Optimization exercise on an open flow, not production practice. RTL: at most simulated, not proved equivalent. Function not checked: runs 4 and 5. Power: default activity.

### design/flow/design.v
module hdc_multimodal_fuser #(
    parameter int NUM_MODALITIES  = 3,
    parameter int NUM_FOLDS       = 8,
    parameter int NUM_FOLDS_WIDTH = $clog2(NUM_FOLDS),
    parameter int FOLD_WIDTH      = 2000 / NUM_FOLDS
) (
    input  logic                       clk,
    input  logic                       rst,
    input  logic                       clear,
    input  logic                       hvin_valid,
    output logic                       hvin_ready,
    input  logic [FOLD_WIDTH-1:0]      hvin,
    output logic                       hvout_valid,
    input  logic                       hvout_ready,
    output logic [FOLD_WIDTH-1:0]      hvout,
    output logic [NUM_FOLDS_WIDTH-1:0] hvout_fold,
    output logic                       hvout_last
);
    localparam int CNT_WIDTH = $clog2(NUM_MODALITIES + 1);
    localparam logic [CNT_WIDTH-1:0]       LAST_MOD  = CNT_WIDTH'(NUM_MODALITIES - 1);
    localparam logic [CNT_WIDTH-1:0]       HALF      = CNT_WIDTH'(NUM_MODALITIES / 2);
    localparam logic                       M_EVEN    = 1'((NUM_MODALITIES % 2) == 0);
    localparam logic [NUM_FOLDS_WIDTH-1:0] LAST_FOLD = NUM_FOLDS_WIDTH'(NUM_FOLDS - 1);
    localparam logic [0:0] ST_ACCUM  = 1'b0;
    localparam logic [0:0] ST_OUTPUT = 1'b1;
    logic [0:0]                 state_q, state_d;
    logic                       hvin_ready_q, hvin_ready_d;
    logic [CNT_WIDTH-1:0]       mod_cnt_q, mod_cnt_d;
    logic [NUM_FOLDS_WIDTH-1:0] fold_cnt_q, fold_cnt_d;
    logic [FOLD_WIDTH-1:0][CNT_WIDTH-1:0] cnt_q;
    logic [FOLD_WIDTH-1:0][CNT_WIDTH-1:0] cnt_d;
    logic [FOLD_WIDTH-1:0][CNT_WIDTH-1:0] sum_s;
    logic [FOLD_WIDTH-1:0]      tie_s;
    logic [FOLD_WIDTH-1:0]      hvout_q, hvout_d;
    logic [NUM_FOLDS_WIDTH-1:0] hvout_fold_q, hvout_fold_d;
    logic                       hvout_last_q, hvout_last_d;
    logic                       hvout_valid_q, hvout_valid_d;
    logic                       in_hs_s;
    assign tie_s = {FOLD_WIDTH{1'b0}};
    function automatic logic fuse_bit(input logic [CNT_WIDTH-1:0] sum, input logic tie_val);
        if (sum > HALF) begin
            fuse_bit = 1'b1;
        end else if (M_EVEN && (sum == HALF)) begin
            fuse_bit = tie_val;
        end else begin
            fuse_bit = 1'b0;
        end
    endfunction
    assign in_hs_s     = hvin_valid & hvin_ready_q;
    assign hvin_ready  = hvin_ready_q;
    assign hvout_valid = hvout_valid_q;
    assign hvout       = hvout_q;
    assign hvout_fold  = hvout_fold_q;
    assign hvout_last  = hvout_last_q;
    always_comb begin
        for (int b = 0; b < FOLD_WIDTH; b++) begin
            sum_s[b] = cnt_q[b] + CNT_WIDTH'(hvin[b]);
        end
    end
    always_comb begin
        state_d       = state_q;
        mod_cnt_d     = mod_cnt_q;
        fold_cnt_d    = fold_cnt_q;
        cnt_d         = cnt_q;
        hvout_d       = hvout_q;
        hvout_fold_d  = hvout_fold_q;
        hvout_last_d  = hvout_last_q;
        hvout_valid_d = hvout_valid_q;
        if (clear) begin
            state_d       = ST_ACCUM;
            mod_cnt_d     = '0;
            fold_cnt_d    = '0;
            hvout_valid_d = 1'b0;
            for (int b = 0; b < FOLD_WIDTH; b++) begin
                cnt_d[b] = '0;
            end
        end else begin
            case (state_q)
                ST_ACCUM: begin
                    if (in_hs_s) begin
                        if (mod_cnt_q == LAST_MOD) begin
                            for (int b = 0; b < FOLD_WIDTH; b++) begin
                                hvout_d[b] = fuse_bit(sum_s[b], tie_s[b]);
                                cnt_d[b]   = '0;
                            end
                            mod_cnt_d     = '0;
                            hvout_fold_d  = fold_cnt_q;
                            hvout_last_d  = (fold_cnt_q == LAST_FOLD);
                            hvout_valid_d = 1'b1;
                            state_d       = ST_OUTPUT;
                        end else begin
                            cnt_d     = sum_s;
                            mod_cnt_d = mod_cnt_q + CNT_WIDTH'(1);
                        end
                    end else begin
                        state_d = ST_ACCUM;
                    end
                end
                ST_OUTPUT: begin
                    if (hvout_ready) begin
                        hvout_valid_d = 1'b0;
                        fold_cnt_d    = (fold_cnt_q == LAST_FOLD) ? '0
                                      : fold_cnt_q + NUM_FOLDS_WIDTH'(1);
                        state_d       = ST_ACCUM;
                    end else begin
                        state_d = ST_OUTPUT;
                    end
                end
                default: begin
                    state_d = ST_ACCUM;
                end
            endcase
        end
        hvin_ready_d = (state_d == ST_ACCUM);
    end
    always_ff @(posedge clk or negedge rst) begin
        if (!rst) begin
            state_q       <= ST_ACCUM;
            hvin_ready_q  <= 1'b0;
            mod_cnt_q     <= '0;
            fold_cnt_q    <= '0;
            hvout_q       <= '0;
            hvout_fold_q  <= '0;
            hvout_last_q  <= 1'b0;
            hvout_valid_q <= 1'b0;
            for (int b = 0; b < FOLD_WIDTH; b++) begin
                cnt_q[b] <= '0;
            end
        end else begin
            state_q       <= state_d;
            hvin_ready_q  <= hvin_ready_d;
            mod_cnt_q     <= mod_cnt_d;
            fold_cnt_q    <= fold_cnt_d;
            hvout_q       <= hvout_d;
            hvout_fold_q  <= hvout_fold_d;
            hvout_last_q  <= hvout_last_d;
            hvout_valid_q <= hvout_valid_d;
            cnt_q         <= cnt_d;
        end
    end
endmodule
### design/flow/run.sh
#!/bin/bash
# synth_recipe.tcl (not shown) runs the flow's synth.tcl, then flattens the netlist and writes it again
# the make line also repeats each setting of config.mk as NAME=value (left out here)
make -C /OpenROAD-flow-scripts/flow DESIGN_CONFIG=/design/flow/config.mk WORK_HOME=/design/flow/orfs CLKGATE_MAP_FILE= SYNTH_SCRIPT=/design/flow/synth_recipe.tcl finish
### design/flow/config.mk
export PLATFORM = sky130hd
export DESIGN_NAME = hdc_multimodal_fuser
export DESIGN_NICKNAME = hdc_multimodal_fuser
export VERILOG_FILES = /design/flow/design.v
export SDC_FILE = /design/flow/constraint.sdc
export NUM_CORES = 4
export LEC_CHECK = 0
export CAP_MARGIN = 20
export CORE_MARGIN = 2
export CORE_UTILIZATION = 40
export SLEW_MARGIN = 20
### design/flow/constraint.sdc
create_clock -name core_clock -period 3.0 [get_ports {clk}]
set_input_delay 0.6000 -clock core_clock [delete_from_list [all_inputs] [get_ports {clk}]]
set_output_delay 0.6000 -clock core_clock [all_outputs]
set_load 0.01 [all_outputs]
==> key figures, run 1 <==
Status
  • Status: no timing/DRC/antenna violations

Floorplan
  • Core Area: 94,700 um2
  • Die area: 97,700 um2
  • Initial Util: 0.402
  • Die Y: 313 um
  • IO Count: 511
  • Die width: 313 um
  • Row cnt: 113

STA
  • Min Tclk post-route: 2.38 ns
  • Final period util: 0.792
  • Unrepaired setup endpoints after global routing: false
  • Hold Vio Cnt, Final: 0
  • Final Setup Violations: 0
  • Accumulated negative setup slack: 0 ns
  • Worst Clk Skew: 0.0284 ns
  • Worst hold slack: 0.384 ns
  • Relative slew slack: 0.562
  • Worst Tran Pin Value: 0.656 ns
  • Achievable Freq: 421 MHz
  • Slew Limit Fails: 0

Pwr
  • Tot Pwr: 29,900 uW
  • Leak: 0.0210 uW
  • Power density over the cells: 624 nW/um2
  • Peak VDD IR: 0.000373 V

Logic synthesis
  • Synthesis warning total: 1
  • Ys async rst share: 1.00
  • #FFs+latches synth: 762
  • Number of flops mapped to enable cells by yosys: 0
  • Most numerous cell in the Yosys netlist: dfrtp_1
  • Top FF cell, synth: dfrtp_1
  • Yosys top cell by area: dfrtp_1
  • Avg Cell Area, Syn: 10.1 um2
  • Distinct cells, synth: 31
  • Top-area cell type share of the netlist area: 0.501
  • Area of the mapped netlist: 38,100 um2
  • Post-synth net total: 4,263
  • Synth Instances: 3,756
  • Register area share after synthesis: 0.501
  • Top post-synthesis cells by count: dfrtp_1, a21oi_1, nand2b_1
  • Synth area leaders: dfrtp_1, ha_1, a21oi_1

Drt
  • Via count: 30,200
  • Per-cell routed wire length: 21.1 um
  • Drt total wl: 116,000 um
  • Via density: 5.51
  • # DRC: 0
  • Starting DRC count in detailed routing: 2,057
  • Drt first pass iters: 7
  • Final ANT Viol Nets: 0

Setup path
  • Worst path slowest cell: clkdlybuf4s50_1
  • Top delay family on crit path: buffers and inverters
  • Startpoint Class: flip-flop
  • Critical Path AT: 1.78 ns
  • CP max stage delay: 0.62 ns
  • Crit path depth: 1
  • WS Path Type: flip-flop to output port
  • CP Buf/Inv Count: 1
  • Crit path required time: 2.40 ns
  • R2R depth: 6
  • CP max FO: 2
  • CP Cell Sequence: clkdlybuf4s50_1
  • Critical path capture point type: output port

Worst hold path
  • Tightest Hold Check Type: primary input to flip-flop
  • Hold Path Stages: 2

Global route
  • Initial antenna violation count: 36
  • Largest net degree at the start of global routing: 155
  • First-pass GRT wire length: 179,000 um
  • Total global-route track usage: 0.233
  • Vias in the first global route: 29,600
  • Remaining global-route overflow: 0

Clock network
  • CTS Buffer Depth: 3
  • H-Tree Level Count: 3
  • Clock Pin Slew Worst Setup and Hold Paths: 0.06 ns
  • CTS tree: yes
  • CTS buffer count: 88
  • Post-CTS sizing: 0
  • Clk root buf: clkbuf_16
  • Worst skew pair latency: 0.65 ns
  • Clk sinks: 762

Final layout
  • Nets: 4,632
  • Layout area overhead: 25.7%
  • FILL cells: 8,546
  • Share of cells above drive strength 1: 0.0865

Place
  • Port Buf Inserts: 510
  • Routability cong.: 0.796
  • DP HPWL: 76,800 um

Run
  • Max Cap Viol: 0
## placed cells by master (no fill, tap or decap), drive strengths merged, types with 2 or more instances in the layout
cell             n
o21ai          119
dfrtp          762
nor4           133
ha             252
clkdlybuf4s50  508
a21oi          371
clkbuf         136
mux2           121
diode           21
buf             96
nand3          252
nor2             3
clkinv          18
a31oi          266
a311o          133
inv            122
nand3b           2
nand2          256
nor3           134
nand2b         267
xor2           117
bufinv           4
or3            118
## per-layer routing
metal,up-vias,GRT usage,wire length [um]
met5,-,0,140
met4,22,0.0959,3840
met3,198,0.0545,6570
met2,672,0.368,54600
li1,14500,-,-
met1,14900,0.309,50700
## path summary, 6_finish.rpt
path,start,endpoint,slack (ns)
min in group asynchronous,rst,hvout_q[75],0.49
min reg2reg,hvout_q[121],hvout_q[121],0.49
max reg2reg,state_q,hvout_q[179],0.86
min,clear,cnt_q[162],0.38
max in group asynchronous,rst,cnt_q[418],1.57
max,hvout_q[59],hvout[59],0.62
## report_power, final
group          switching [uW]  internal [uW]  leakage [uW]
clock                    4510           6560       0.00149
sequential                943          11600        0.0102
combinational            3200           3090       0.00929
total                    8650          21200        0.0210
## repair_timing
| item | 4_1_cts | 5_1_grt |
|---|---|---|
| hold buffers | 1 | 0 |
| hold endpoints to repair | 37 | 0 |
| setup buffers | 0 | 0 |
| endpoints found under the setup margin | 0 | 0 |
## sequential cells by signal (all words and copies together), names as in the netlist
register and cells:
hvout_q 250, hvout_last_q 1, state_q 1, hvout_valid_q 1
hvin_ready_q 1, cnt_q 500, hvout_fold_q 3, fold_cnt_q 3
mod_cnt_q 2
## final cells by class
cell class                      instances  area, um2  share of cell area
Clock buffer                          136       2710              0.0565
Antenna cell                           21       52.6             0.00110
Tap cell                             1265       1580              0.0331
Multi-Input combinational cell       2550      17200               0.360
Sequential cell                       762      19100               0.398
Timing Repair Buffer                  605       6490               0.136
Inverter                              118        450             0.00941
Clock inverter                         26        279             0.00583
## kinds of logic after synthesis
group | share of synthesized area
mux | 0.0361
flops | 0.501
xor+xnor | 0.0269
simple gates | 0.163
fa+ha+maj | 0.0828
compound gates | 0.143
buf+inv | 0.0472
## through the flow
step | util | setup WS (ns) | std cells | area, um2
finish | 0.505 | 0.625 | 5483 | 47900
CTS | 0.505 | 0.585 | 5462 | 47800
detailed placement | 0.473 | 0.266 | 5299 | 44800
floorplan | - | 1.15 | 3756 | 38100
global placement | 0.473 | 0.278 | 5299 | 44800
global route | 0.505 | 0.586 | 5483 | 47900
Testbench counts, summed over its fixed seeds: cycles 3,840, folds 960.
==> run 2: changes to the inputs <==
==> design/flow/design.v (replaced) <==
module hdc_multimodal_fuser #(
    parameter int NUM_MODALITIES  = 3,
    parameter int NUM_FOLDS       = 8,
    parameter int NUM_FOLDS_WIDTH = $clog2(NUM_FOLDS),
    parameter int FOLD_WIDTH      = 2000 / NUM_FOLDS
) (
    input  logic                       clk,
    input  logic                       rst,
    input  logic                       clear,
    input  logic                       hvin_valid,
    output logic                       hvin_ready,
    input  logic [FOLD_WIDTH-1:0]      hvin,
    output logic                       hvout_valid,
    input  logic                       hvout_ready,
    output logic [FOLD_WIDTH-1:0]      hvout,
    output logic [NUM_FOLDS_WIDTH-1:0] hvout_fold,
    output logic                       hvout_last
);
    localparam logic [NUM_FOLDS_WIDTH-1:0] LAST_FOLD = NUM_FOLDS_WIDTH'(NUM_FOLDS - 1);
    logic [1:0]                 mod_q;
    logic                       pend_q;
    logic [NUM_FOLDS_WIDTH-1:0] fold_q;
    logic [FOLD_WIDTH-1:0]      fold_a, fold_b;
    logic [FOLD_WIDTH-1:0]      maj_s, wr_s;
    logic                       acc_s, third_s, cap_s, dlv_s, en_a_s, en_b_s;
    assign maj_s = (fold_a & fold_b) | (fold_a & hvin) | (fold_b & hvin);
    assign wr_s  = mod_q[1] ? maj_s : hvin;
    assign hvin_ready  = ~pend_q;
    assign hvout_valid = mod_q[1] & (pend_q | hvin_valid);
    assign hvout       = maj_s;
    assign hvout_fold  = fold_q;
    assign hvout_last  = (fold_q == LAST_FOLD);
    assign acc_s   = hvin_valid & ~pend_q & ~clear;
    assign third_s = acc_s & mod_q[1];
    assign cap_s   = third_s & ~hvout_ready;
    assign dlv_s   = ~clear & mod_q[1] & (pend_q | hvin_valid) & hvout_ready;
    assign en_a_s  = (acc_s & (mod_q == 2'd0)) | cap_s;
    assign en_b_s  = (acc_s & (mod_q == 2'd1)) | cap_s;
    always_ff @(posedge clk or negedge rst) begin
        if (!rst) begin
            mod_q  <= 2'd0;
            pend_q <= 1'b0;
            fold_q <= '0;
        end else if (clear) begin
            mod_q  <= 2'd0;
            pend_q <= 1'b0;
            fold_q <= '0;
        end else begin
            if (dlv_s) begin
                mod_q  <= 2'd0;
                pend_q <= 1'b0;
                fold_q <= fold_q + NUM_FOLDS_WIDTH'(1);
            end else if (cap_s) begin
                pend_q <= 1'b1;
            end else if (acc_s) begin
                mod_q <= mod_q + 2'd1;
            end
        end
    end
    always_ff @(posedge clk) begin
        if (en_a_s) fold_a <= wr_s;
        if (en_b_s) fold_b <= wr_s;
    end
endmodule
==> run 2 against run 1 <==
  * Still clean
  * Utilization grew 5.3 points
  * Power fell by 41%
  * Critical path depth grew 2
  * Combinational power decreased by 57%
  * Flip-flop and latch count shrank 256
  * Via count is 62% lower
  * Sequential power down 31%
  * Critical path type unchanged
==> key figures, run 2 <==
Floorplan
  • Core Area: 51,500 um2
  • Die Y: 233 um
  • Die area: 54,100 um2
  • Initial Util: 0.406
  • Row cnt: 83
  • Die width: 233 um
  • IO Count: 511

Logic synthesis
  • Avg Cell Area, Syn: 19.6 um2
  • Top FF cell, synth: edfxtp_1
  • Synth area leaders: edfxtp_1, mux2_2, maj3_1
  • Area of the mapped netlist: 20,900 um2
  • Top post-synthesis cells by count: edfxtp_1, maj3_1, mux2_2
  • Most numerous cell in the Yosys netlist: edfxtp_1
  • Top-area cell type share of the netlist area: 0.719
  • Number of flops mapped to enable cells by yosys: 500
  • Synth Instances: 1,067
  • Post-synth net total: 1,326
  • Distinct cells, synth: 23
  • #FFs+latches synth: 506
  • Yosys top cell by area: edfxtp_1
  • Register area share after synthesis: 0.726
  • Ys async rst share: 0.0119
  • Synthesis warning total: 1

Setup path
  • Worst path slowest cell: dfrtp_4
  • Critical Path AT: 2.08 ns
  • CP max stage delay: 0.71 ns
  • Critical path capture point type: output port
  • Startpoint Class: flip-flop
  • CP max FO: 29
  • Top delay family on crit path: flip-flops
  • CP Cell Sequence: inv_4, nor2_1, clkdlybuf4s50_1
  • WS Path Type: flip-flop to output port
  • CP Buf/Inv Count: 2
  • Crit path required time: 2.40 ns

Clock network
  • Post-CTS sizing: 0
  • Count of hold-fix buffers inserted at cts: 0
  • CTS tree: yes
  • Worst skew pair latency: 0.59 ns
  • Clk sinks: 506
  • H-Tree Level Count: 2
  • Setup repair bufs after CTS: 0
  • Clk root buf: clkbuf_16
  • Clock Pin Slew Worst Setup and Hold Paths: 0.06 ns
  • CTS buffer count: 54
  • CTS Buffer Depth: 3

Global route
  • Vias in the first global route: 12,200
  • Remaining global-route overflow: 0
  • First-pass GRT wire length: 73,500 um
  • Largest net degree at the start of global routing: 127
  • Total global-route track usage: 0.180
  • Initial antenna violation count: 13

Drt
  • Via density: 4.93
  • Per-cell routed wire length: 21.3 um
  • Routed wl met2: 23,600 um
  • Met3 Wirelength: 5670 um
  • Via count: 11,600
  • WL met1: 19,800 um
  • Final ANT Viol Nets: 0
  • Drt total wl: 50,100 um
  • Drt first pass iters: 4
  • Top sig layer: met5
  • Starting DRC count in detailed routing: 647
  • # DRC: 0

Final layout
  • Commonest non-fill, non-tap cell in the layout: clkdlybuf4s50_1
  • Final Instance Area: 28,700 um2
  • Layout area overhead: 37.6%
  • Core Util, Final: 0.558
  • FILL cells: 4,080
  • Nets: 1,890
  • Share of cells above drive strength 1: 0.209
  • Most frequent cells in the layout: clkdlybuf4s50_1, edfxtp_1, mux2_2, maj3_1, clkbuf_16
  • Regs by FF count: fold_a: 250 flops, fold_b: 250 flops, fold_q: 3 flops

Place
  • Routability cong.: 0.794
  • Port Buf Inserts: 510
  • DP HPWL: 35,400 um
  • Dpl cell area: 27,100 um2

STA
  • Slew Limit Fails: 0
  • Hold Vio Cnt, Final: 0
  • Min Tclk post-route: 2.68 ns
  • Final period util: 0.895
  • Unrepaired setup endpoints after global routing: false
  • Accumulated negative setup slack: 0 ns
  • Worst Clk Skew: 0.0180 ns
  • Achievable Freq: 373 MHz
  • Relative slew slack: 0.400
  • Worst Tran Pin Value: 0.900 ns
  • Final Setup Violations: 0

Pwr
  • Peak VDD IR: 0.000488 V
  • Power density over the cells: 611 nW/um2
  • Leak: 0.00919 uW

Status
  • Status: no timing/DRC/antenna violations

Run
  • Max Cap Viol: 0

Worst hold path
  • Tightest Hold Check Type: primary input to async pin
[run 2: worst reg2reg max path, stage by stage, from the launching register on]
cell and delay, ns:
dfrtp_4 0.71, nor2b_1 0.32, nor2_1 0.11, nor3_4 0.22
buf_12 0.26, buf_4 0.30
[run 2: routing by layer]
layer / track usage / vias up
li1: - / 5434
met1: 0.214 / 5715
met2: 0.295 / 369
met3: 0.0885 / 81
met4: 0.0396 / 14
met5: 0 / -
[run 2: final timing paths]
kind,startpoint,endpoint,slack (ns),cells after the start
worst max-delay path,mod_q[1],hvout_valid,0.32,3
worst min-delay path,rst,fold_q[1],0.29,1
worst min register to register,fold_q[2],fold_q[2],0.56,2
min in group core_clock,fold_q[2],fold_q[2],0.56,2
max in group asynchronous,rst,mod_q[1],2.41,1
worst max register to register,mod_q[1],fold_b[86],0.76,5
[run 2: final cells by class]
type / count / area (um2) / share of cell area
Inverter: 3 / 13.8 / 0.000479
Clock buffer: 68 / 1430 / 0.0496
Timing Repair Buffer: 538 / 5500 / 0.191
Clock inverter: 28 / 221 / 0.00771
Tap cell: 680 / 851 / 0.0296
Multi-Input combinational cell: 528 / 5550 / 0.193
Sequential cell: 506 / 15200 / 0.528
Antenna cell: 4 / 10.0 / 0.000348
[run 2: metrics by stage]
stage / std cells / setup slack [ns] / total power (uW) / hold WS (ns)
after floorplan: 1067 / -4.34 / 10200 / 0.304
after global placement: 2255 / 0.321 / 11400 / 0.542
after detailed placement: 2255 / 0.301 / 11500 / 0.561
after CTS: 2351 / 0.238 / 17800 / 0.257
after global routing: 2351 / 0.184 / 18300 / 0.282
final: 2355 / 0.316 / 17600 / 0.292
[run 2: cells by family (layout without fill, tap and decap cells)]
family | count (synthesis) | after routing | share of synthesized area
compound gates | 6 | 6 | 0.00174
flops | 506 | 506 | 0.726
other cells | 0 | 4 | 0
mux | 252 | 252 | 0.136
xor+xnor | 1 | 1 | 0.000419
buf+inv | 33 | 637 | 0.0103
fa+ha+maj | 254 | 254 | 0.122
simple gates | 15 | 15 | 0.00359
[run 2: where the power goes]
group / switching [uW] / leakage [uW] / total [uW] / internal (uW)
clock: 2600 / 0.000802 / 6270 / 3670
sequential: 136 / 0.00466 / 8590 / 8460
combinational: 1230 / 0.00373 / 2710 / 1470
total: 3970 / 0.00919 / 17600 / 13600
Testbench counts of run 2, summed over its fixed seeds: cycles 2,880, folds 960.
==> run 3: changes to the inputs <==
==> design/flow/flow/run.sh (new file) <==
#!/bin/bash
set -euo pipefail
bash standard.sh "BUFFER_PORTS_ARGS=-buffer_cell sky130_fd_sc_hd__buf_2" finish > standard_flow.log 2>&1
==> design/flow/standard.sh (new file) <==
#!/bin/bash
# synth_recipe.tcl (not shown) runs the flow's synth.tcl, then flattens the netlist and writes it again
# the make line also repeats each setting of config.mk as NAME=value (left out here)
make -C /OpenROAD-flow-scripts/flow DESIGN_CONFIG=/design/flow/config.mk WORK_HOME=/design/flow/orfs CLKGATE_MAP_FILE= SYNTH_SCRIPT=/design/flow/synth_recipe.tcl "${@:-finish}"
removed: design/flow/run.sh
==> run 3 against run 2 <==
  * Final area decreased by 9.0%
  * Via count decreased by 0.21%
  * Highest routed layer unchanged
  * Largest cell class unchanged
  * Utilization decreased by 5.0 points
==> key figures, run 3 <==
Status
  • Status: no timing/DRC/antenna violations

Logic synthesis
  • Distinct cells, synth: 23
  • Register area share after synthesis: 0.726
  • Synthesis warning total: 1
  • Top post-synthesis cells by count: edfxtp_1, maj3_1, mux2_2
  • Number of flops mapped to enable cells by yosys: 500
  • Ys async rst share: 0.0119
  • Top FF cell, synth: edfxtp_1
  • Most numerous cell in the Yosys netlist: edfxtp_1
  • #FFs+latches synth: 506
  • Synth area leaders: edfxtp_1, mux2_2, maj3_1
  • Synth Instances: 1,067
  • Area of the mapped netlist: 20,900 um2
  • Avg Cell Area, Syn: 19.6 um2
  • Top-area cell type share of the netlist area: 0.719
  • Yosys top cell by area: edfxtp_1
  • Post-synth net total: 1,326

STA
  • Worst Tran Pin Value: 0.877 ns
  • Final period util: 0.761
  • Worst Clk Skew: 0.0101 ns
  • Final Setup Violations: 0
  • Achievable Freq: 438 MHz
  • Hold Vio Cnt, Final: 0
  • Relative slew slack: 0.415
  • Slew Limit Fails: 0
  • Accumulated negative setup slack: 0 ns
  • Worst hold slack: 0.244 ns
  • Min Tclk post-route: 2.28 ns
  • Unrepaired setup endpoints after global routing: false

Setup path
  • Startpoint Class: flip-flop
  • CP most frequent cell: buf_12
  • R2R depth: 5
  • R2r startpoint: mod_q[1]
  • Flop2flop setup slack: 0.72 ns
  • CP max stage delay: 0.65 ns
  • Worst path slowest cell: dfrtp_4
  • Crit path required time: 3.27 ns
  • R2R Path End: fold_a[202]
  • CP Launch Point: mod_q[1]
  • Critical Path AT: 2.55 ns
  • Critical path capture point type: flip-flop
  • CP max FO: 54
  • WS Path Type: flip-flop to flip-flop
  • CP Cell Sequence: nor2b_1, nor2_2, nor3_4, buf_12, buf_12

Floorplan
  • Initial Util: 0.406
  • Core Area: 51,500 um2
  • Die Y: 233 um
  • Row cnt: 83
  • Die width: 233 um
  • Die area: 54,100 um2
  • IO Count: 511

Drt
  • Via density: 4.91
  • # DRC: 0
  • Drt total wl: 47,400 um
  • Final ANT Viol Nets: 0
  • Drt first pass iters: 4
  • Via count: 11,600
  • Starting DRC count in detailed routing: 531
  • Per-cell routed wire length: 20.1 um

Run
  • Max Cap Viol: 0

Worst hold path
  • HP Start: hvout_ready
  • Tightest Hold Check Type: primary input to flip-flop
  • Hold EP: pend_q
  • Hold Path Stages: 2

Pwr
  • Leak: 0.00919 uW
  • Peak VDD IR: 0.000688 V
  • Power density over the cells: 651 nW/um2
  • Tot Pwr: 17,000 uW

Final layout
  • FF+latch area: 15,200 um2
  • Nets: 1,886
  • Regs by FF count: fold_a: 250 flops, fold_b: 250 flops, fold_q: 3 flops
  • FILL cells: 4,365
  • Final Instance Area: 26,100 um2
  • Multi-input logic area: 5550 um2
  • Layout area overhead: 25.2%
  • Most frequent cells in the layout: buf_2, edfxtp_1, mux2_2, maj3_1, clkbuf_16
  • Commonest non-fill, non-tap cell in the layout: buf_2
  • Share of cells above drive strength 1: 0.519

Clock network
  • Clock Pin Slew Worst Setup and Hold Paths: 0.06 ns
  • Clk sinks: 506
  • CTS tree: yes
  • Setup repair bufs after CTS: 0
  • H-Tree Level Count: 2
  • Clk root buf: clkbuf_16
  • CTS Buffer Depth: 3
  • CTS buffer count: 54
  • Worst skew pair latency: 0.58 ns

Place
  • Routability cong.: 0.770
  • Port Buf Inserts: 510
  • DP HPWL: 33,500 um
  • Dpl cell area: 24,500 um2

Global route
  • Initial antenna violation count: 27
  • Total global-route track usage: 0.169
  • Remaining global-route overflow: 0
  • First-pass GRT wire length: 69,700 um
  • Largest net degree at the start of global routing: 123
  • Vias in the first global route: 12,000
-- run 3: cell counts after synthesis --
Identical to the previous run, type by type.
-- run 3: how the worst max path moves through the flow --
stage                  endpoint  slack, ns  depth (start not counted)
floorplan             fold_a[0]      -4.34                          7
global placement    fold_a[206]       0.69                          5
detailed placement  fold_b[136]       0.67                          5
CTS                 fold_b[145]       0.71                          5
global route        fold_b[145]       0.61                          5
finish              fold_a[202]       0.72                          5
-- run 3: layer usage --
layer / vias up / part of all wire / GRT usage
met2: 377 / 0.47 / 0.274
met1: 5633 / 0.40 / 0.199
li1: 5436 / - / -
met3: 109 / 0.11 / 0.0821
met4: 34 / 0.022 / 0.0490
met5: - / 0.0046 / 0
-- run 3: power breakdown --
part,internal (uW),switching [uW],total (uW)
clock,3530,2660,6200
combinational,1020,1210,2230
sequential,8460,135,8590
-- run 3: cell families after synthesis --
family	Yosys count	synth area share
buffers and inverters	33	0.0103
XOR/XNOR	1	0.000419
flip-flops	506	0.726
AND/OR/NAND/NOR	15	0.00359
adder cells (fa/ha/maj)	254	0.122
AO/OA/AOI/OAI	6	0.00174
multiplexers	252	0.136
-- run 3: worst max-delay path: cells and delay by family, from the launching register on --
family                 cells  cell delay (ns)
AND/OR/NAND/NOR            3             0.63
buffers and inverters      2             0.59
flip-flops                 1             0.65
-- run 3: final cells by class --
| cell class | instances | area share |
|---|---|---|
| repair buffers | 534 | 0.110 |
| inverters | 3 | 0.000526 |
| well taps | 680 | 0.0325 |
| clock buffers | 65 | 0.0557 |
| flip-flops and latches | 506 | 0.580 |
| diodes | 10 | 0.000957 |
| multi-input cells | 528 | 0.212 |
| clock inverters | 34 | 0.00766 |
-- run 3: what timing repair did --
item	in CTS	in global routing
hold endpoints to repair	6	0
hold buffers	1	0
resized for setup	0	0
-- run 3: stage by stage --
step | cells | utilization | setup slack, ns
2_1_floorplan | 1067 | - | -4.34
3_3_place_gp | 2250 | 0.475 | 0.694
3_5_place_dp | 2250 | 0.475 | 0.673
4_1_cts | 2350 | 0.507 | 0.712
5_1_grt | 2355 | 0.507 | 0.611
6_report | 2360 | 0.508 | 0.717
==> run 4: changes to the inputs <==
--- a/design/flow/design.v
+++ b/design/flow/design.v
@@ -22,18 +22,17 @@
     logic [NUM_FOLDS_WIDTH-1:0] fold_q;
-    logic [FOLD_WIDTH-1:0]      fold_a, fold_b;
-    logic [FOLD_WIDTH-1:0]      maj_s, wr_s;
-    logic                       acc_s, third_s, cap_s, dlv_s, en_a_s, en_b_s;
-    assign maj_s = (fold_a & fold_b) | (fold_a & hvin) | (fold_b & hvin);
-    assign wr_s  = mod_q[1] ? maj_s : hvin;
+    logic [FOLD_WIDTH-1:0]      vote_two, vote_one;
+    logic [FOLD_WIDTH-1:0]      in_s, res_s;
+    logic                       take_s, first_s, acc_s, cap_s, dlv_s;
+    assign take_s  = hvin_valid & ~pend_q;
+    assign first_s = take_s & (mod_q == 2'd0);
+    assign in_s    = hvin & {FOLD_WIDTH{take_s}};
+    assign res_s   = vote_two | (vote_one & hvin);
     assign hvin_ready  = ~pend_q;
     assign hvout_valid = mod_q[1] & (pend_q | hvin_valid);
-    assign hvout       = maj_s;
+    assign hvout       = res_s;
     assign hvout_fold  = fold_q;
     assign hvout_last  = (fold_q == LAST_FOLD);
-    assign acc_s   = hvin_valid & ~pend_q & ~clear;
-    assign third_s = acc_s & mod_q[1];
-    assign cap_s   = third_s & ~hvout_ready;
-    assign dlv_s   = ~clear & mod_q[1] & (pend_q | hvin_valid) & hvout_ready;
-    assign en_a_s  = (acc_s & (mod_q == 2'd0)) | cap_s;
-    assign en_b_s  = (acc_s & (mod_q == 2'd1)) | cap_s;
+    assign acc_s = take_s & ~clear;
+    assign cap_s = acc_s & mod_q[1] & ~hvout_ready;
+    assign dlv_s = ~clear & mod_q[1] & (pend_q | hvin_valid) & hvout_ready;
     always_ff @(posedge clk or negedge rst) begin
@@ -60,4 +59,4 @@
     always_ff @(posedge clk) begin
-        if (en_a_s) fold_a <= wr_s;
-        if (en_b_s) fold_b <= wr_s;
+        vote_two <= (vote_two | (vote_one & in_s)) & {FOLD_WIDTH{~first_s}};
+        vote_one <= (vote_one & {FOLD_WIDTH{~(first_s | cap_s)}}) | (in_s & {FOLD_WIDTH{~cap_s}});
     end
==> run 4 against run 3 <==
  * Worst setup slack better by 0.045 ns
  * Still clean on timing, DRC and antenna
  * Power grew 9.4%
  * Cell count increased by 29%
  * Largest cell class unchanged
  * Global-route usage is 4.5 points higher
  * Highest routed layer unchanged
  * Flip-flop and latch count did not move
  * Critical endpoint is now vote_one[114]
==> key figures, run 4 <==
Status
  • Status: no timing/DRC/antenna violations

Global route
  • First-pass GRT wire length: 81,500 um
  • Vias in the first global route: 14,900
  • Initial antenna violation count: 19
  • Total global-route track usage: 0.214
  • Remaining global-route overflow: 0
  • Largest net degree at the start of global routing: 224

Setup path
  • WS Path Type: flip-flop to flip-flop
  • CP Launch Point: mod_q[1]
  • CP max FO: 60
  • CP endpoint: vote_one[114]
  • Flop2flop setup slack: 0.76 ns
  • Crit path required time: 3.47 ns
  • R2R depth: 7
  • R2R Path End: vote_one[114]
  • Startpoint Class: flip-flop
  • R2r startpoint: mod_q[1]
  • Critical Path AT: 2.71 ns
  • Critical path capture point type: flip-flop

Logic synthesis
  • Synth area leaders: dfxtp_1, a21o_1, a22oi_1
  • Area of the mapped netlist: 18,300 um2
  • Synthesis warning total: 1
  • Distinct cells, synth: 25
  • Post-synth net total: 2,211
  • Top-area cell type share of the netlist area: 0.546
  • Number of flops mapped to enable cells by yosys: 0
  • Avg Cell Area, Syn: 9.39 um2
  • #FFs+latches synth: 506
  • Ys async rst share: 0.0119
  • Top FF cell, synth: dfxtp_1
  • Top post-synthesis cells by count: dfxtp_1, nor2_1, a21oi_1
  • Yosys top cell by area: dfxtp_1
  • Synth Instances: 1,953
  • Most numerous cell in the Yosys netlist: dfxtp_1
  • Register area share after synthesis: 0.554

STA
  • Accumulated negative setup slack: 0 ns
  • Relative slew slack: 0.339
  • Slew Limit Fails: 0
  • Final Setup Violations: 0
  • Hold Vio Cnt, Final: 0
  • Min Tclk post-route: 2.24 ns
  • Final period util: 0.746
  • Worst Tran Pin Value: 0.991 ns
  • Worst Clk Skew: 0.0162 ns
  • Achievable Freq: 447 MHz
  • Unrepaired setup endpoints after global routing: false

Final layout
  • Commonest non-fill, non-tap cell in the layout: buf_2
  • Regs by FF count: vote_one: 250 flops, vote_two: 250 flops, fold_q: 3 flops
  • Nets: 2,634
  • Most frequent cells in the layout: buf_2, dfxtp_1, nor2_1
  • FILL cells: 4,315
  • Final Instance Area: 23,000 um2
  • Share of cells above drive strength 1: 0.256
  • Layout area overhead: 25.6%

Worst hold path
  • Tightest Hold Check Type: primary input to flip-flop
  • HP Start: hvin[98]
  • Hold Path Stages: 3

Clock network
  • CTS tree: yes
  • Clock Pin Slew Worst Setup and Hold Paths: 0.06 ns
  • H-Tree Level Count: 2
  • Setup repair bufs after CTS: 0
  • Clk sinks: 506
  • CTS buffer count: 54
  • Clk root buf: clkbuf_16
  • CTS Buffer Depth: 3
  • Worst skew pair latency: 0.60 ns

Drt
  • Drt first pass iters: 5
  • Final ANT Viol Nets: 0
  • Per-cell routed wire length: 17.7 um
  • Via density: 5.33
  • Via count: 16,200
  • # DRC: 0
  • Drt total wl: 53,700 um
  • Starting DRC count in detailed routing: 1,152

Pwr
  • Int Pwr: 13,300 uW
  • Gate power share: 0.200
  • Power density over the cells: 809 nW/um2
  • Power share of the clock group: 0.354
  • Reg power frac: 0.446
  • Sw frac: 0.288
  • Leak: 0.0116 uW
  • Peak VDD IR: 0.000553 V
  • Sw Pwr: 5360 uW

Place
  • Routability cong.: 0.830
  • Port Buf Inserts: 510
  • DP HPWL: 35,500 um
  • Dpl cell area: 21,200 um2

Floorplan
  • Initial Util: 0.405
  • Row cnt: 78
  • Core Area: 45,300 um2
  • Die area: 47,600 um2
  • Die width: 218 um
  • IO Count: 511
  • Die Y: 218 um

Run
  • Max Cap Viol: 0
[run 4: cell types whose count changed after synthesis, moves of 72 or more]
| cell | previous run | this run |
|---|---|---|
| a21o_1 | 0 | 250 |
| a21oi_1 | 1 | 253 |
| a22oi_1 | 0 | 250 |
| buf_2 | 7 | 82 |
| clkbuf_1 | 0 | 72 |
| dfxtp_1 | 0 | 500 |
| edfxtp_1 | 500 | 0 |
| maj3_1 | 250 | 0 |
| mux2_2 | 250 | 0 |
| nor2_1 | 8 | 254 |
| o21ai_0 | 2 | 251 |
[run 4: repair_timing]
item,in CTS,in global routing
endpoints found under the hold margin,6,0
hold buffers,1,0
resized for setup,0,0
[run 4: area by class of cell]
| cell class | count | area [um2] | area share |
|---|---|---|---|
| antenna | 15 | 37.5 | 0.00163 |
| clock buffer | 90 | 1690 | 0.0733 |
| clock inverter | 11 | 98.8 | 0.00429 |
| inverter | 3 | 11.3 | 0.000489 |
| multi-input combinational | 1277 | 7390 | 0.321 |
| sequential | 506 | 10200 | 0.441 |
| tap | 600 | 751 | 0.0326 |
| timing repair buffer | 534 | 2890 | 0.125 |
[run 4: metal layers]
layer | up-vias | part of all wire | track usage
li1 | 8010 | - | -
met1 | 7603 | 0.41 | 0.260
met2 | 438 | 0.48 | 0.350
met3 | 106 | 0.072 | 0.0607
met4 | 10 | 0.033 | 0.0975
met5 | - | 0.0012 | 0
[run 4: worst min path at each step]
stage | slack [ns] | to
after CTS | 0.22 | vote_one[98]
after detailed placement | 0.44 | fold_q[1]
final | 0.26 | vote_one[98]
after global routing | 0.23 | vote_one[98]
after global placement | 0.43 | fold_q[2]
after floorplan | 0.30 | fold_q[0]
[run 4: worst max-delay path, cell delays in order, from the launching register on]
cell,delay (ns)
dfrtp_1,0.43
inv_1,0.16
ha_4,0.39
nand3b_1,0.27
buf_12,0.27
buf_4,0.29
a22oi_1,0.20
nor2_1,0.06
[run 4: cells by family after synthesis]
logic type               Yosys count  synth area share
flip-flops                       506             0.554
buffers and inverters            170            0.0439
XOR/XNOR                           1          0.000478
AND/OR/NAND/NOR                  265            0.0552
adder cells (fa/ha/maj)            3           0.00205
AO/OA/AOI/OAI                   1008             0.344
[run 4: per-stage QoR]
stage               worst slack (ns)  hold WS, ns  power (uW)   util  instances
finish                         0.761        0.261       18600  0.508       3036
global route                   0.594        0.231       19600  0.508       3033
CTS                            0.739        0.217       18800  0.508       3021
detailed placement             0.779        0.437       12200  0.468       2919
global placement               0.784        0.428       12100  0.468       2919
floorplan                       1.37        0.304       10700      -       1953
[run 4: power groups by stage]
stage / registers (uW) / logic (uW) / clock network, uW
after floorplan: 8300 / 2360 / 0
after global placement: 8370 / 3680 / 0
after detailed placement: 8410 / 3760 / 0
after CTS: 8280 / 3780 / 6770
after global routing: 8410 / 4150 / 7010
final: 8300 / 3730 / 6590
==> run 5: changes to the inputs <==
--- a/design/flow/config.mk
+++ b/design/flow/config.mk
@@ -10,2 +10,5 @@
 export CORE_UTILIZATION = 40
+export CTS_CLUSTER_DIAMETER = 100
+export CTS_CLUSTER_SIZE = 30
+export SETUP_SLACK_MARGIN = 1.2
 export SLEW_MARGIN = 20
==> run 5 against run 4 <==
  * Still clean
  * Via count increased by 3.4%
  * Combinational power increased by 28%
  * Clock-buffer cell count decreased by 67
  * Sequential power increased by 1%
  * Power decreased by 11%
  * Utilization increased by 3.0 points
  * Critical path depth decreased by 4
  * Flip-flop and latch count unchanged
  * Critical path type is now flip-flop to output port
  * Critical endpoint is now hvout_last
  * Highest routed layer unchanged
==> key figures, run 5 <==
Global route
  • First-pass GRT wire length: 84,900 um
  • Total global-route track usage: 0.222
  • Initial antenna violation count: 18
  • Largest net degree at the start of global routing: 165
  • Vias in the first global route: 15,000
  • Remaining global-route overflow: 0

Drt
  • Drt total wl: 60,900 um
  • Drt first pass iters: 6
  • Via count: 16,700
  • Routed wl met2: 29,800 um
  • Top sig layer: met5
  • Via density: 5.51
  • Met3 Wirelength: 3880 um
  • Per-cell routed wire length: 20.1 um
  • WL met1: 25,300 um
  • # DRC: 0
  • Starting DRC count in detailed routing: 1,259
  • Final ANT Viol Nets: 0

Place
  • DP HPWL: 35,500 um
  • Port Buf Inserts: 510
  • Dpl cell area: 21,200 um2
  • Routability cong.: 0.830

STA
  • Slew Limit Fails: 0
  • Achievable Freq: 493 MHz
  • Relative slew slack: 0.613
  • Min Tclk post-route: 2.03 ns
  • Unrepaired setup endpoints after global routing: true
  • Final Setup Violations: 0
  • Worst Tran Pin Value: 0.580 ns
  • Hold Vio Cnt, Final: 0
  • Worst hold slack: 0.290 ns
  • Final period util: 0.675
  • Worst Clk Skew: 0.0257 ns
  • Accumulated negative setup slack: 0 ns

Final layout
  • Share of cells above drive strength 1: 0.393
  • Nets: 2,678
  • Most frequent cells in the layout: buf_2, dfxtp_2, a21oi_1
  • Layout area overhead: 33.1%
  • FF+latch area: 10,500 um2
  • FILL cells: 4,218
  • Multi-input logic area: 7620 um2
  • Core Util, Final: 0.539
  • Commonest non-fill, non-tap cell in the layout: buf_2
  • Final Instance Area: 24,400 um2
  • Regs by FF count: vote_one: 250 flops, vote_two: 250 flops, fold_q: 3 flops

Setup path
  • CP max FO: 2
  • R2r startpoint: pend_q
  • Top delay family on crit path: flip-flops
  • CP Buf/Inv Count: 1
  • Critical Path AT: 1.43 ns
  • Critical path capture point type: output port
  • CP max stage delay: 0.41 ns
  • CP Launch Point: fold_q[1]
  • Startpoint Class: flip-flop
  • Worst path slowest cell: dfrtp_1
  • WS Path Type: flip-flop to output port
  • Crit path required time: 2.40 ns
  • Flop2flop setup slack: 1.22 ns
  • CP Cell Sequence: ha_2, ha_4, buf_6

Clock network
  • Clk sinks: 506
  • Clock Pin Slew Worst Setup and Hold Paths: 0.12 ns
  • CTS buffer count: 20
  • CTS Buffer Depth: 3
  • Clk root buf: clkbuf_16
  • H-Tree Level Count: 1
  • CTS tree: yes
  • Worst skew pair latency: 0.57 ns

Floorplan
  • IO Count: 511
  • Row cnt: 78
  • Initial Util: 0.405
  • Core Area: 45,300 um2
  • Die Y: 218 um
  • Die area: 47,600 um2
  • Die width: 218 um

Logic synthesis
  • Area of the mapped netlist: 18,300 um2
  • #FFs+latches synth: 506
  • Post-synth net total: 2,211
  • Top post-synthesis cells by count: dfxtp_1, nor2_1, a21oi_1
  • Number of flops mapped to enable cells by yosys: 0
  • Yosys top cell by area: dfxtp_1
  • Avg Cell Area, Syn: 9.39 um2
  • Ys async rst share: 0.0119
  • Synth area leaders: dfxtp_1, a21o_1, a22oi_1
  • Synthesis warning total: 1
  • Top-area cell type share of the netlist area: 0.546
  • Top FF cell, synth: dfxtp_1
  • Most numerous cell in the Yosys netlist: dfxtp_1
  • Synth Instances: 1,953
  • Distinct cells, synth: 25
  • Register area share after synthesis: 0.554

Run
  • Max Cap Viol: 0

Pwr
  • Power density over the cells: 678 nW/um2
  • Tot Pwr: 16,500 uW
  • Leak: 0.0119 uW
  • Peak VDD IR: 0.000461 V

Status
  • Status: no timing/DRC/antenna violations

Worst hold path
  • Tightest Hold Check Type: primary input to flip-flop
  • HP Start: hvin[86]
==> run 5: cell counts after synthesis <==
No cell type changed its count.
==> run 5: metal layers <==
metal,track usage,up-vias
met5,0,-
met4,0.0748,14
met3,0.0556,92
met2,0.374,460
met1,0.277,8101
li1,-,8050
==> run 5: cell type report <==
cell class	count	share of cell area
diodes	11	0.00113
flip-flops and latches	506	0.430
clock inverters	1	0.000205
multi-input cells	1277	0.312
repair buffers	612	0.203
well taps	600	0.0308
inverters	3	0.000462
clock buffers	23	0.0219
==> run 5: worst reg2reg max path, stage by stage (launching register included) <==
cell and delay [ns]:
dfrtp_2 0.47, buf_6 0.15, buf_6 0.11, nand3b_1 0.20, buf_4 0.18, buf_12 0.15, buf_12 0.18, a22oi_1 0.19
nor2_1 0.06
==> run 5: timing repair <==
action	4_1_cts	5_1_grt
buffers inserted	26	33
hold endpoints to repair	6	0
hold buffers	1	0
gates cloned	5	14
pin swaps	6	4
gates resized for setup	367	217
setup endpoints to repair	710	718
==> run 5: cells by family after synthesis <==
family                   Yosys count  share of synthesized area
AO/OA/AOI/OAI                   1008                      0.344
flip-flops                       506                      0.554
adder cells (fa/ha/maj)            3                    0.00205
XOR/XNOR                           1                   0.000478
buffers and inverters            170                     0.0439
AND/OR/NAND/NOR                  265                     0.0552
==> run 5: stage by stage <==
stage,cells,setup WS [ns]
floorplan,1953,1.37
detailed placement,2919,0.779
finish,3033,0.974
CTS,2975,0.946
global route,3032,0.920
global placement,2919,0.784
==> run 5: final timing paths <==
check	to	cells past startpoint
min in group asynchronous	fold_q[0]	2
max reg2reg	vote_one[232]	8
max in group asynchronous	pend_q	2
max	hvout_last	3
min reg2reg	vote_one[182]	2
min	vote_one[86]	3
==> run 5: power breakdown <==
group	leakage (uW)	switching, uW	internal (uW)
registers	0.00428	533	7890
logic	0.00733	2470	2310
clock network	0.000265	2060	1280
==> run 6: changes to the inputs <==
--- a/design/flow/design.v
+++ b/design/flow/design.v
@@ -28,3 +28,3 @@
     assign in_s    = hvin & {FOLD_WIDTH{take_s}};
-    assign res_s   = vote_two | (vote_one & hvin);
+    assign res_s   = vote_two | (vote_one & in_s);
     assign hvin_ready  = ~pend_q;
@@ -59,4 +59,4 @@
     always_ff @(posedge clk) begin
-        vote_two <= (vote_two | (vote_one & in_s)) & {FOLD_WIDTH{~first_s}};
-        vote_one <= (vote_one & {FOLD_WIDTH{~(first_s | cap_s)}}) | (in_s & {FOLD_WIDTH{~cap_s}});
+        vote_two <= res_s & {FOLD_WIDTH{~first_s}};
+        vote_one <= (vote_one & {FOLD_WIDTH{~first_s}}) | in_s;
     end
--- a/design/flow/config.mk
+++ b/design/flow/config.mk
@@ -10,5 +10,2 @@
 export CORE_UTILIZATION = 40
-export CTS_CLUSTER_DIAMETER = 100
-export CTS_CLUSTER_SIZE = 30
-export SETUP_SLACK_MARGIN = 1.2
 export SLEW_MARGIN = 20
==> run 6 against run 5 <==
  * Synthesized cell count shrank 29%
  * Critical endpoint is now hvout[18]
  * First-iteration DRC count shrank 51%
  * Power grew 24%
  * Flip-flop and latch count is the same
  * Via count shrank 25%
  * Cell count shrank 19%
  * Global-route usage shrank 3.6 points
  * Largest power group unchanged
  * Critical path type unchanged
  * Clock skew shrank 0.0073 ns
==> key figures, run 6 <==
Status
  • Status: no timing/DRC/antenna violations

Setup path
  • Flop2flop setup slack: 0.99 ns
  • WS Path Type: flip-flop to output port
  • R2R Path End: vote_one[57]
  • R2R depth: 5
  • Startpoint Class: flip-flop
  • Critical Path AT: 2.18 ns
  • Crit path required time: 2.40 ns
  • CP max FO: 64
  • R2r startpoint: pend_q
  • Critical path capture point type: output port

Logic synthesis
  • Top-area cell type share of the netlist area: 0.589
  • #FFs+latches synth: 506
  • Avg Cell Area, Syn: 12.2 um2
  • Synth area leaders: dfxtp_1, a22o_1, a31o_2
  • Most numerous cell in the Yosys netlist: dfxtp_1
  • Register area share after synthesis: 0.598
  • Synthesis warning total: 1
  • Area of the mapped netlist: 17,000 um2
  • Yosys top cell by area: dfxtp_1
  • Top post-synthesis cells by count: dfxtp_1, a22o_1, a31o_2, and2_1, buf_2
  • Top FF cell, synth: dfxtp_1
  • Ys async rst share: 0.0119
  • Distinct cells, synth: 22
  • Synth Instances: 1,393
  • Post-synth net total: 1,651
  • Number of flops mapped to enable cells by yosys: 0

Drt
  • Via count: 12,600
  • Via density: 5.13
  • Drt first pass iters: 4
  • Final ANT Viol Nets: 0
  • Starting DRC count in detailed routing: 612
  • # DRC: 0
  • Drt total wl: 43,100 um
  • Per-cell routed wire length: 17.5 um

STA
  • Unrepaired setup endpoints after global routing: false
  • Worst Tran Pin Value: 0.600 ns
  • Achievable Freq: 360 MHz
  • Final period util: 0.926
  • Min Tclk post-route: 2.78 ns
  • Slew Limit Fails: 0
  • Worst hold slack: 0.248 ns
  • Relative slew slack: 0.600
  • Final Setup Violations: 0
  • Hold Vio Cnt, Final: 0
  • Worst Clk Skew: 0.0184 ns
  • Accumulated negative setup slack: 0 ns

Clock network
  • CTS Buffer Depth: 3
  • Clk root buf: clkbuf_16
  • Worst skew pair latency: 0.58 ns
  • H-Tree Level Count: 2
  • Clk sinks: 506
  • Clock Pin Slew Worst Setup and Hold Paths: 0.06 ns
  • CTS buffer count: 52
  • CTS tree: yes
  • Post-CTS sizing: 0

Floorplan
  • IO Count: 511
  • Initial Util: 0.405
  • Row cnt: 75
  • Core Area: 41,900 um2
  • Die Y: 210 um
  • Die width: 210 um
  • Die area: 44,100 um2

Global route
  • Largest net degree at the start of global routing: 90
  • Total global-route track usage: 0.186
  • First-pass GRT wire length: 65,300 um
  • Vias in the first global route: 11,900
  • Initial antenna violation count: 10
  • Remaining global-route overflow: 0

Final layout
  • Core Util, Final: 0.520
  • Share of cells above drive strength 1: 0.456
  • Non-Filler Instances: 2,458
  • Regs by FF count: vote_one: 250 flops, vote_two: 250 flops, fold_q: 3 flops
  • Layout area overhead: 28.4%
  • FILL cells: 3,758
  • Commonest non-fill, non-tap cell in the layout: buf_2
  • Nets: 2,130
  • Most frequent cells in the layout: buf_2, dfxtp_1, and2_1, a31o_2, a22o_1

Place
  • Routability cong.: 0.791
  • Placed insts: 2,356
  • DP HPWL: 30,300 um
  • Port Buf Inserts: 510

Pwr
  • Power density over the cells: 938 nW/um2
  • Peak VDD IR: 0.000497 V
  • Leak: 0.0103 uW
  • Tot Pwr: 20,400 uW

Worst hold path
  • HP Start: hvin[56]
  • Tightest Hold Check Type: primary input to flip-flop
  • Hold EP: vote_one[56]
  • Hold Path Stages: 2

Run
  • Max Cap Viol: 0
## run 6: critical path: stages, from the launching register on
cell and delay [ns]:
dfrtp_1 0.47, nor2b_4 0.20, buf_12 0.23, buf_12 0.28
a31o_2 0.23, buf_2 0.13
## run 6: repair_timing
action | 4_1_cts | 5_1_grt
hold buffers | 1 | 0
hold endpoints to repair | 6 | 0
buffers inserted | 0 | 0
## run 6: cell families after synthesis
family          synth area share
xor+xnor                0.000516
flops                      0.598
simple gates              0.0948
compound gates             0.260
mux                      0.00118
fa+ha+maj                0.00221
buf+inv                   0.0425
## run 6: worst max path at each step
| stage | from | end | cells after the start |
|---|---|---|---|
| floorplan | hvin_valid | hvout[100] | 5 |
| global placement | hvin_valid | hvout[20] | 6 |
| detailed placement | hvin_valid | hvout[24] | 6 |
| CTS | pend_q | hvout[24] | 5 |
| global route | pend_q | hvout[15] | 5 |
| finish | pend_q | hvout[18] | 5 |
## run 6: area by class of cell
| cell class | count | area [um2] | share of cell area |
|---|---|---|---|
| multi-input cells | 773 | 6110 | 0.280 |
| diodes | 7 | 17.5 | 0.000804 |
| repair buffers | 536 | 2940 | 0.135 |
| clock buffers | 78 | 1570 | 0.0720 |
| inverters | 3 | 11.3 | 0.000517 |
| clock inverters | 16 | 315 | 0.0145 |
| flip-flops and latches | 506 | 10200 | 0.466 |
| well taps | 539 | 674 | 0.0309 |
## run 6: report_power, final
group	leakage, uW	internal [uW]	total (uW)	switching (uW)
clock	0.000925	4370	6960	2590
sequential	0.00426	8240	8860	613
combinational	0.00508	2420	4630	2210
total	0.0103	15000	20400	5410
## run 6: stage by stage
stage	setup WS, ns	cell area [um2]
6_report	0.221	21800
5_1_grt	0.0905	21800
4_1_cts	0.170	21800
3_5_place_dp	0.547	19900
3_3_place_gp	0.563	19900
2_1_floorplan	1.02	17000
## run 6: metal layers
metal	global-route usage	part of all wire
met1	0.226	0.42
met2	0.304	0.48
met3	0.0596	0.075
met4	0.0773	0.026
met5	0	0.00081
Testbench counts of run 6, summed over its fixed seeds: cycles 2,880, folds 960.
==> run 7: changes to the inputs <==
==> design/flow/design.v (replaced) <==
module hdc_multimodal_fuser #(
    parameter int NUM_MODALITIES  = 3,
    parameter int NUM_FOLDS       = 8,
    parameter int NUM_FOLDS_WIDTH = $clog2(NUM_FOLDS),
    parameter int FOLD_WIDTH      = 2000 / NUM_FOLDS
) (
    input  logic                       clk,
    input  logic                       rst,
    input  logic                       clear,
    input  logic                       hvin_valid,
    output logic                       hvin_ready,
    input  logic [FOLD_WIDTH-1:0]      hvin,
    output logic                       hvout_valid,
    input  logic                       hvout_ready,
    output logic [FOLD_WIDTH-1:0]      hvout,
    output logic [NUM_FOLDS_WIDTH-1:0] hvout_fold,
    output logic                       hvout_last
);
    localparam logic [NUM_FOLDS_WIDTH-1:0] LAST_FOLD = NUM_FOLDS_WIDTH'(NUM_FOLDS - 1);
    logic                       st0_q, st1_q, st2_q, pend_q;
    logic                       ready_q, last_q;
    logic [NUM_FOLDS_WIDTH-1:0] fold_q;
    logic [FOLD_WIDTH-1:0]      vote_two, vote_one;
    logic                       take_s, first_s, cap_s, acc_s, dlv_s;
    assign take_s  = hvin_valid & ~pend_q;
    assign first_s = take_s & st0_q;
    assign cap_s   = take_s & st2_q & ~hvout_ready;
    assign hvin_ready  = ready_q;
    assign hvout_valid = pend_q | (st2_q & hvin_valid);
    assign hvout       = vote_two | (vote_one & hvin);
    assign hvout_fold  = fold_q;
    assign hvout_last  = last_q;
    assign acc_s = take_s & ~clear;
    assign dlv_s = st2_q & (pend_q | hvin_valid) & hvout_ready & ~clear;
    always_ff @(posedge clk or negedge rst) begin
        if (!rst) begin
            st0_q  <= 1'b1;
            st1_q  <= 1'b0;
            st2_q  <= 1'b0;
            pend_q <= 1'b0;
            ready_q <= 1'b1;
            fold_q <= '0;
            last_q <= 1'b0;
        end else if (clear) begin
            st0_q  <= 1'b1;
            st1_q  <= 1'b0;
            st2_q  <= 1'b0;
            pend_q <= 1'b0;
            ready_q <= 1'b1;
            fold_q <= '0;
            last_q <= 1'b0;
        end else begin
            if (dlv_s) begin
                st0_q  <= 1'b1;
                st2_q  <= 1'b0;
                pend_q <= 1'b0;
                ready_q <= 1'b1;
                fold_q <= fold_q + NUM_FOLDS_WIDTH'(1);
                last_q <= (fold_q == LAST_FOLD - NUM_FOLDS_WIDTH'(1));
            end else if (acc_s & st2_q) begin
                pend_q <= 1'b1;
                ready_q <= 1'b0;
            end else if (acc_s) begin
                st0_q <= 1'b0;
                st1_q <= st0_q;
                st2_q <= st1_q;
            end
        end
    end
    always_ff @(posedge clk) begin
        vote_two <= (vote_two | (vote_one & hvin & {FOLD_WIDTH{take_s}}))
                  & {FOLD_WIDTH{~first_s}};
        vote_one <= (vote_one & {FOLD_WIDTH{~(first_s | cap_s)}})
                  | (hvin & {FOLD_WIDTH{take_s & ~cap_s}});
    end
endmodule
==> design/flow/flow/run.sh (replaced) <==
#!/bin/bash
set -euo pipefail
bash standard.sh "BUFFER_PORTS_ARGS=-buffer_cell sky130_fd_sc_hd__buf_1" finish > standard_flow.log 2>&1
--- a/design/flow/config.mk
+++ b/design/flow/config.mk
@@ -10,2 +10,5 @@
 export CORE_UTILIZATION = 40
+export CTS_CLUSTER_DIAMETER = 100
+export CTS_CLUSTER_SIZE = 30
+export SETUP_SLACK_MARGIN = 1.2
 export SLEW_MARGIN = 20
==> run 7 against run 6 <==
  * Still clean
  * Non-clock buffer count is 232 higher
  * Routed wire length is 28% higher
  * Cell count is 19% higher
  * Power is 18% lower
  * Critical path depth is 3 lower
  * Clock power is 52% lower
  * Synthesized cell count is 19% higher
  * Final area is 9.9% higher
  * Critical endpoint is now hvout_valid
  * Largest cell class unchanged
==> key figures, run 7 <==
Status
  • Status: no timing/DRC/antenna violations

Drt
  • # DRC: 0
  • Drt total wl: 55,100 um
  • Drt first pass iters: 5
  • Starting DRC count in detailed routing: 1,025
  • Via density: 5.45
  • Per-cell routed wire length: 18.8 um
  • Via count: 16,000
  • Final ANT Viol Nets: 0

Floorplan
  • Core Area: 43,300 um2
  • IO Count: 511
  • Initial Util: 0.407
  • Row cnt: 76
  • Die area: 45,800 um2
  • Die Y: 214 um
  • Die width: 214 um

Global route
  • First-pass GRT wire length: 82,700 um
  • Initial antenna violation count: 13
  • Remaining global-route overflow: 0
  • Largest net degree at the start of global routing: 132
  • Vias in the first global route: 15,500
  • Total global-route track usage: 0.218

Setup path
  • Critical path capture point type: output port
  • Startpoint Class: flip-flop
  • CP max FO: 2
  • WS Path Type: flip-flop to output port
  • Critical Path AT: 1.31 ns
  • Crit path required time: 2.40 ns

Pwr
  • Power share of the clock group: 0.199
  • Peak VDD IR: 0.000457 V
  • Int Pwr: 11,900 uW
  • Sw frac: 0.290
  • Sw Pwr: 4860 uW
  • Reg power frac: 0.512
  • Leak: 0.0116 uW
  • Gate power share: 0.289
  • Power density over the cells: 698 nW/um2

Run
  • Max Cap Viol: 0

Clock network
  • CTS buffer count: 20
  • Clk root buf: clkbuf_16
  • CTS tree: yes
  • Clk sinks: 509
  • H-Tree Level Count: 1
  • Worst skew pair latency: 0.57 ns
  • CTS Buffer Depth: 3
  • Clock Pin Slew Worst Setup and Hold Paths: 0.12 ns

Logic synthesis
  • Top post-synthesis cells by count: dfxtp_1, a21o_1, nor2_1
  • Avg Cell Area, Syn: 10.6 um2
  • Area of the mapped netlist: 17,600 um2
  • Most numerous cell in the Yosys netlist: dfxtp_1
  • Number of flops mapped to enable cells by yosys: 0
  • Top FF cell, synth: dfxtp_1
  • #FFs+latches synth: 509
  • Register area share after synthesis: 0.581
  • Synth Instances: 1,655
  • Yosys top cell by area: dfxtp_1
  • Top-area cell type share of the netlist area: 0.568
  • Post-synth net total: 1,912
  • Synth area leaders: dfxtp_1, a22o_1, a21o_1
  • Distinct cells, synth: 29
  • Synthesis warning total: 1
  • Ys async rst share: 0.0177

STA
  • Final Setup Violations: 0
  • Slew Limit Fails: 0
  • Final period util: 0.636
  • Worst Clk Skew: 0.0208 ns
  • Accumulated negative setup slack: 0 ns
  • Relative slew slack: 0.646
  • Hold Vio Cnt, Final: 0
  • Min Tclk post-route: 1.91 ns
  • Achievable Freq: 524 MHz
  • Worst Tran Pin Value: 0.531 ns
  • Unrepaired setup endpoints after global routing: true

Final layout
  • FILL cells: 3,887
  • Commonest non-fill, non-tap cell in the layout: dfxtp_2
  • Most frequent cells in the layout: dfxtp_2, buf_1, nor2_1, a21o_1
  • Non-Filler Instances: 2,934
  • Layout area overhead: 36.0%
  • Nets: 2,592
  • Regs by FF count: vote_one: 250 flops, vote_two: 250 flops, fold_q: 3 flops
  • Share of cells above drive strength 1: 0.374

Place
  • DP HPWL: 32,900 um
  • Placed insts: 2,657
  • Port Buf Inserts: 510
  • Routability cong.: 0.836

Worst hold path
  • Tightest Hold Check Type: primary input to flip-flop
[run 7: cell types whose count changed after synthesis, moves of 5 or more]
cell	before	now
a31o_2	250	0
buf_2	49	68
clkbuf_1	25	18
buf_4	12	18
nor2_1	5	252
and2_1	250	1
buf_1	0	5
buf_6	25	2
a31oi_1	1	250
a21o_1	0	252
[run 7: layout make-up]
type | count | area, um2 | area share
Antenna cell | 12 | 30.0 | 0.00125
Sequential cell | 509 | 10700 | 0.445
Timing Repair Buffer | 768 | 5190 | 0.217
Tap cell | 585 | 732 | 0.0305
Inverter | 2 | 7.51 | 0.000313
Clock buffer | 24 | 537 | 0.0224
Multi-Input combinational cell | 1034 | 6800 | 0.284
[run 7: layer usage]
metal  GRT usage  up-vias  share of wire
li1            -     7539              -
met1       0.267     7831           0.41
met2       0.368      518           0.48
met3      0.0491       99          0.068
met4      0.0979        2          0.039
met5           0        -        0.00024
[run 7: logic make-up after synthesis]
logic type	synth area share
buf+inv	0.0336
fa+ha+maj	0.00142
simple gates	0.0591
flops	0.581
compound gates	0.325
[run 7: repair_timing]
item / in CTS / in global routing
setup endpoints to repair: 311 / 581
gates cloned: 0 / 5
endpoints found under the hold margin: 7 / 0
setup buffers: 208 / 27
pin swaps: 3 / 4
hold buffers: 1 / 0
resized for setup: 643 / 148
[run 7: power by group through the flow]
stage	sequential, uW	combinational (uW)	clock (uW)
after floorplan	8490	2190	0
after global placement	8580	3240	0
after global routing	8690	5210	3680
after detailed placement	8630	3290	0
after CTS	8490	4610	3440
final	8560	4830	3330
[run 7: final timing paths]
path | slack (ns) | cells past startpoint | start | endpoint
worst max-delay path | 1.09 | 2 | st2_q | hvout_valid
worst min register to register | 0.47 | 2 | vote_two[172] | vote_two[172]
min in group asynchronous | 0.51 | 2 | rst | fold_q[2]
max in group asynchronous | 2.15 | 2 | rst | ready_q
worst min-delay path | 0.31 | 2 | hvin[66] | vote_one[66]
worst max register to register | 1.19 | 6 | st2_q | vote_one[217]
[run 7: critical path, stage by stage (launching register included)]
cell	delay, ns
dfrtp_2	0.43
a21o_1	0.18
buf_6	0.13
[run 7: through the flow]
step | utilization | power, uW | setup WS [ns] | cell area [um2] | hold slack [ns]
6_report | 0.554 | 16700 | 1.09 | 24000 | 0.308
5_1_grt | 0.554 | 17600 | 1.04 | 24000 | 0.303
4_1_cts | 0.540 | 16500 | 1.05 | 23400 | 0.270
3_5_place_dp | 0.460 | 11900 | 0.877 | 19900 | 0.456
3_3_place_gp | 0.460 | 11800 | 0.899 | 19900 | 0.446
2_1_floorplan | - | 10700 | 1.45 | 17600 | 0.304
Testbench counts of run 7, summed over its fixed seeds: cycles 2,880, folds 960.
==> run 8: changes to the inputs <==
--- a/design/flow/config.mk
+++ b/design/flow/config.mk
@@ -12,3 +12,3 @@
 export CTS_CLUSTER_SIZE = 30
-export SETUP_SLACK_MARGIN = 1.2
+export SETUP_SLACK_MARGIN = 1.1
 export SLEW_MARGIN = 20
==> run 8 against run 7 <==
  * Clock-buffer cell count did not move
  * Die area did not move
  * Final area down 14%
  * Sequential power hardly changed
  * Power down 9.4%
  * Hold slack improved by 0.0046 ns
  * Flip-flop and latch count unchanged
  * Non-clock buffer count shrank 236
  * First-iteration DRC count up 6.4%
  * Critical path type unchanged
  * Highest routed layer unchanged
==> key figures, run 8 <==
Global route
  • Vias in the first global route: 14,000
  • Total global-route track usage: 0.204
  • Largest net degree at the start of global routing: 132
  • Remaining global-route overflow: 0

Logic synthesis
  • Top FF cell, synth: dfxtp_1
  • Top-area cell type share of the netlist area: 0.568
  • Synthesis warning total: 1
  • #FFs+latches synth: 509
  • Synth area leaders: dfxtp_1, a22o_1, a21o_1
  • Synth Instances: 1,655
  • Distinct cells, synth: 29
  • Most numerous cell in the Yosys netlist: dfxtp_1
  • Ys async rst share: 0.0177

Clock network
  • CTS tree: yes
  • Clock Pin Slew Worst Setup and Hold Paths: 0.11 ns
  • Clk sinks: 509
  • Clk root buf: clkbuf_16
  • CTS Buffer Depth: 3

Drt
  • Drt first pass iters: 5
  • Final ANT Viol Nets: 0
  • # DRC: 0
  • Via density: 5.47
  • Via count: 14,700
  • Starting DRC count in detailed routing: 1,091

Place
  • Routability cong.: 0.836
  • Dpl cell area: 19,900 um2
  • DP HPWL: 32,900 um
  • Port Buf Inserts: 510

Pwr
  • Sw Pwr: 4530 uW
  • Gate power share: 0.220
  • Leak: 0.00961 uW
  • Int Pwr: 10,600 uW
  • Peak VDD IR: 0.000437 V
  • Power density over the cells: 734 nW/um2
  • Power share of the clock group: 0.217
  • Tot Pwr: 15,200 uW
  • Reg power frac: 0.563

Setup path
  • R2r startpoint: pend_q
  • R2R depth: 5
  • CP Launch Point: st2_q
  • CP max FO: 2
  • Crit path required time: 2.40 ns
  • Critical path capture point type: output port
  • WS Path Type: flip-flop to output port
  • Flop2flop setup slack: 1.15 ns
  • Critical Path AT: 1.30 ns
  • R2R Path End: vote_one[139]

Floorplan
  • Row cnt: 76
  • IO Count: 511
  • Die area: 45,800 um2
  • Initial Util: 0.407

Final layout
  • Regs by FF count: vote_one: 250 flops, vote_two: 250 flops, fold_q: 3 flops
  • Final Instance Area: 20,700 um2
  • Core Util, Final: 0.477
  • Most frequent cells in the layout: dfxtp_1, buf_1, nor2_1, a21o_1
  • Commonest non-fill, non-tap cell in the layout: dfxtp_1
  • Share of cells above drive strength 1: 0.0671
  • Layout area overhead: 17.2%

STA
  • Accumulated negative setup slack: 0 ns
  • Worst hold slack: 0.313 ns
  • Final period util: 0.633
  • Min Tclk post-route: 1.90 ns
  • Final Setup Violations: 0
  • Worst Clk Skew: 0.0157 ns
  • Slew Limit Fails: 0
  • Achievable Freq: 526 MHz
  • Hold Vio Cnt, Final: 0
  • Relative slew slack: 0.501

Worst hold path
  • Tightest Hold Check Type: primary input to flip-flop

Run
  • Max Cap Viol: 0

Status
  • Status: no timing/DRC/antenna violations
## run 8: routing by layer
layer | global-route usage | routed length, um | part of all wire
met1 | 0.262 | 20900 | 0.42
met2 | 0.330 | 23300 | 0.47
met3 | 0.0476 | 3530 | 0.071
met4 | 0.0881 | 1800 | 0.036
met5 | 0 | 13 | 0.00026
## run 8: how the worst min path moves through the flow
stage	to	slack [ns]	cells after the start
after floorplan	fold_q[0]	0.30	0
after global placement	vote_two[198]	0.45	2
after detailed placement	vote_two[101]	0.46	2
after CTS	vote_one[10]	0.27	2
after global routing	vote_one[41]	0.30	2
final	vote_one[122]	0.31	2
## run 8: power by group through the flow
stage | combinational (uW) | clock [uW] | sequential, uW
final | 3340 | 3290 | 8530
after global routing | 3670 | 3670 | 8660
after CTS | 3340 | 3440 | 8490
after detailed placement | 3290 | 0 | 8630
after global placement | 3240 | 0 | 8580
after floorplan | 2190 | 0 | 8490
## run 8: cells by family (layout without fill, tap and decap cells)
| family | count (synthesis) | count (layout) | share of synthesized area |
|---|---|---|---|
| AOI/OAI and AO/OA | 764 | 764 | 0.325 |
| DFF | 509 | 509 | 0.581 |
| and+or+nand+nor | 267 | 267 | 0.0591 |
| buffers and inverters | 113 | 558 | 0.0336 |
| adders and majority gates | 2 | 2 | 0.00142 |
| other | 0 | 10 | 0 |
## run 8: stage by stage
| stage | cells | setup slack [ns] |
|---|---|---|
| 2_1_floorplan | 1655 | 1.45 |
| 3_3_place_gp | 2657 | 0.899 |
| 3_5_place_dp | 2657 | 0.877 |
| 4_1_cts | 2684 | 1.05 |
| 5_1_grt | 2693 | 1.04 |
| 6_report | 2695 | 1.10 |
## run 8: repair_timing
item | in CTS | in global routing
pin swaps | 2 | 1
buffers inserted | 2 | 1
hold buffers | 1 | 0
setup endpoints to repair | 26 | 94
gates resized for setup | 31 | 66
endpoints found under the hold margin | 7 | 0
## run 8: cell type report
cell class              instances  area (um2)
diodes                         10        25.0
clock buffers                  24         537
fillers                      4146       22600
inverters                       2        7.51
multi-input cells            1033        6800
flip-flops and latches        509       10300
well taps                     585         732
repair buffers                532        2300
## run 8: worst max-delay path: stages (launching register included)
cell and delay, ns:
dfrtp_2 0.43, a21o_1 0.18, buf_6 0.13
